Background: an optimization exercise with open tools, aiming at small area, a short achievable clock period and few clock cycles per item. Do not read the settings as production practice.
Only simulation tests tie the RTL to the original design; equivalence was not proved.
Power is estimated from default activity; no workload was simulated.

## weighted_write_coalescing_buffer_unit
module weighted_write_coalescing_buffer_unit (
   input  logic                               clock,
   input  logic                               reset,
   input  logic                               req_valid,
   output logic                               req_ready,
   input  logic                               req_mode,
   input  logic [wwcb_pkg::ITEM_W-1:0]        req_item_id,
   input  logic [wwcb_pkg::MODEM_W-1:0]       req_modem_index,
   input  logic [wwcb_pkg::CLASS_W-1:0]       req_weight_class,
   output logic                               rsp_valid,
   input  logic                               rsp_ready,
   output logic [wwcb_pkg::ITEM_W-1:0]        rsp_out_item_id,
   output logic [wwcb_pkg::MODEM_W-1:0]       rsp_out_modem_index,
   output logic [wwcb_pkg::SERIAL_W-1:0]      rsp_batch_serial,
   output logic                               rsp_last,
   input  logic                               csr_psel,
   input  logic                               csr_penable,
   input  logic                               csr_pwrite,
   input  logic [wwcb_pkg::CSR_ADDR_W-1:0]    csr_paddr,
   input  logic [wwcb_pkg::CSR_DATA_W-1:0]    csr_pwdata,
   output logic [wwcb_pkg::CSR_DATA_W-1:0]    csr_prdata,
   output logic                               csr_pready
);
==> flow/config.mk <==
export PLATFORM = sky130hd
export DESIGN_NAME = weighted_write_coalescing_buffer_unit
export DESIGN_NICKNAME = weighted_write_coalescing_buffer_unit
export VERILOG_FILES = /design/flow/design.v
export SDC_FILE = /design/flow/constraint.sdc
export NUM_CORES = 4
export LEC_CHECK = 0
export CAP_MARGIN = 20
export CORE_MARGIN = 2
export CORE_UTILIZATION = 40
export SETUP_SLACK_MARGIN = 2.2
export SLEW_MARGIN = 20
==> flow/constraint.sdc <==
create_clock -name core_clock -period 6.0 [get_ports {clock}]
set_input_delay 1.2000 -clock core_clock [delete_from_list [all_inputs] [get_ports {clock}]]
set_output_delay 1.2000 -clock core_clock [all_outputs]
set_load 0.01 [all_outputs]
run.sh (not shown) runs the stock make flow with config.mk's settings and CLKGATE_MAP_FILE= SYNTH_SCRIPT=/design/flow/synth_recipe.tcl, a recipe that flattens the netlist after the stock synthesis.
The baseline finished clean.
Testbench counts at the start, summed over its fixed seeds: cycles 12,315, items 12,000.
==> next run, changes <==
Settings changed: SETUP_SLACK_MARGIN 2.2 to 3.0.
Final area climbs by 3.3%.
Die area stays the same.
Area after synthesis is unchanged.
Hold slack barely changes.
Count of clock-buffer cells in the layout climbs by 9.
Cell count came out higher by about 1.4%.
Maximum frequency is higher by 19%.
Core utilization rose by 1.6 points.
==> next run, changes <==
Settings changed: CTS_BUF_LIST set to sky130_fd_sc_hd__clkbuf_4, SETUP_SLACK_MARGIN 3.0 to 2.8.
Outcome: Via count rose by a few percent. Synthesized area does not change. Total power is lower by a few percent. Register-to-register slack degrades by 0.18 ns.
==> next run, changes <==
Settings changed: CTS_BUF_LIST sky130_fd_sc_hd__clkbuf_4 to unset, SETUP_SLACK_MARGIN 2.8 to 3.1.
Sequential share of layout area falls by 1.9 points.
Worst setup slack is better by 0.32 ns.
Die area stays the same.
Final area rises by 4.0%.
Wire length rises by 3.4%.
Register-to-register slack is better by 0.09 ns.
Worst hold slack stays flat.
Count of clock-buffer cells in the layout falls by 195.
Power rises by 5.7%.
Utilization rises by 1.9 points.

* * *

Starting RTL as in the previous note.
==> flow/design.v (excerpt) <==
module weighted_write_coalescing_buffer_unit (
   input  logic                               clock,
   input  logic                               reset,
   input  logic                               req_valid,
   output logic                               req_ready,
   input  logic                               req_mode,
   input  logic [wwcb_pkg::ITEM_W-1:0]        req_item_id,
   input  logic [wwcb_pkg::MODEM_W-1:0]       req_modem_index,
   input  logic [wwcb_pkg::CLASS_W-1:0]       req_weight_class,
   output logic                               rsp_valid,
   input  logic                               rsp_ready,
   output logic [wwcb_pkg::ITEM_W-1:0]        rsp_out_item_id,
   output logic [wwcb_pkg::MODEM_W-1:0]       rsp_out_modem_index,
   output logic [wwcb_pkg::SERIAL_W-1:0]      rsp_batch_serial,
   output logic                               rsp_last,
   input  logic                               csr_psel,
   input  logic                               csr_penable,
   input  logic                               csr_pwrite,
   input  logic [wwcb_pkg::CSR_ADDR_W-1:0]    csr_paddr,
   input  logic [wwcb_pkg::CSR_DATA_W-1:0]    csr_pwdata,
   output logic [wwcb_pkg::CSR_DATA_W-1:0]    csr_prdata,
   output logic                               csr_pready
);
clock: 6.0 ns
lec_check: 0
cap_margin: 20
core_margin: 2
core_utilization: 40
setup_slack_margin: 2.5
slew_margin: 20
standard.sh (not shown) runs the stock make flow with config.mk's settings and CLKGATE_MAP_FILE= SYNTH_SCRIPT=/design/flow/synth_recipe.tcl, a recipe that flattens the netlist after the stock synthesis.
==> flow/flow/run.sh <==
#!/bin/bash
# Standard layout, with the port buffers made from buf_4 cells instead of the default choice.
cp standard.sh standard_sh_copy.txt
export BUFFER_PORTS_ARGS="-buffer_cell sky130_fd_sc_hd__buf_4"
bash standard.sh > standard_flow.log 2>&1
status=$?
exit $status
The first run produced a clean layout.
Testbench counts at the start, summed over its fixed seeds: cycles 12,315, items 12,000.
Edit:
==> flow/run.sh (new file) <==
#!/bin/bash
# synth_recipe.tcl (not shown) runs the flow's synth.tcl, then flattens the netlist and writes it again
# the make line also repeats each setting of config.mk as NAME=value (left out here)
make -C /OpenROAD-flow-scripts/flow DESIGN_CONFIG=/design/flow/config.mk WORK_HOME=/design/flow/orfs CLKGATE_MAP_FILE= SYNTH_SCRIPT=/design/flow/synth_recipe.tcl finish
- SETUP_SLACK_MARGIN: 2.5 -> 3.2
removed: flow/flow/run.sh
removed: flow/standard.sh
What happened: Now the flow completed, yet does not pass: max-slew violations. Worst hold slack improves by 0.019 ns. Clock-buffer cell count decreases by 1. Synthesized cell count does not change. Design area goes up by a little under a tenth. Power goes up slightly. Synthesized area is unchanged. Wire length went up by roughly a tenth. Clock skew came out lower by 0.013 ns.

port drivers added, routing unchanged:
How much do the figures lean on ideal ports? The routed layouts below were timed once more, with nothing changed but the port constraints. Step 1 assumes that a clkbuf_16 drives the clock port and a buf_2 every other input. Step 2 moves the port delays by t, midway between the first and last clock arrival at a register: inputs arrive t later, outputs are due t later. That takes back most of the time a late clock gives input paths. Slacks: ideal / step 1 / step 2; pairs: ideal / step 1.
run	shift t [ns]	slack for setup (ns)	latest minus earliest clock arrival (ns)	worst register clock-pin slew, ns
the first run of note 1	0.750	2.137 / 2.137 / 1.743	0.038 / 0.038	0.07 / 0.07
the second run of note 1	0.736	2.753 / 2.753 / 2.473	0.033 / 0.033	0.06 / 0.06
the third run of note 1	1.179	2.337 / 2.269 / 1.945	0.108 / 0.108	0.08 / 0.08
the fourth run of note 1	0.746	2.660 / 2.660 / 2.308	0.026 / 0.025	0.07 / 0.07
the first run of note 2	0.731	2.333 / 2.333 / 2.333	0.060 / 0.060	0.07 / 0.07
the second run of note 2	0.761	2.174 / 2.174 / 2.174	0.050 / 0.050	0.07 / 0.07
For the first run of note 1, which loses most, drivers alone change the setup slack by 0.000 ns; drivers and shift together by -0.394 ns.
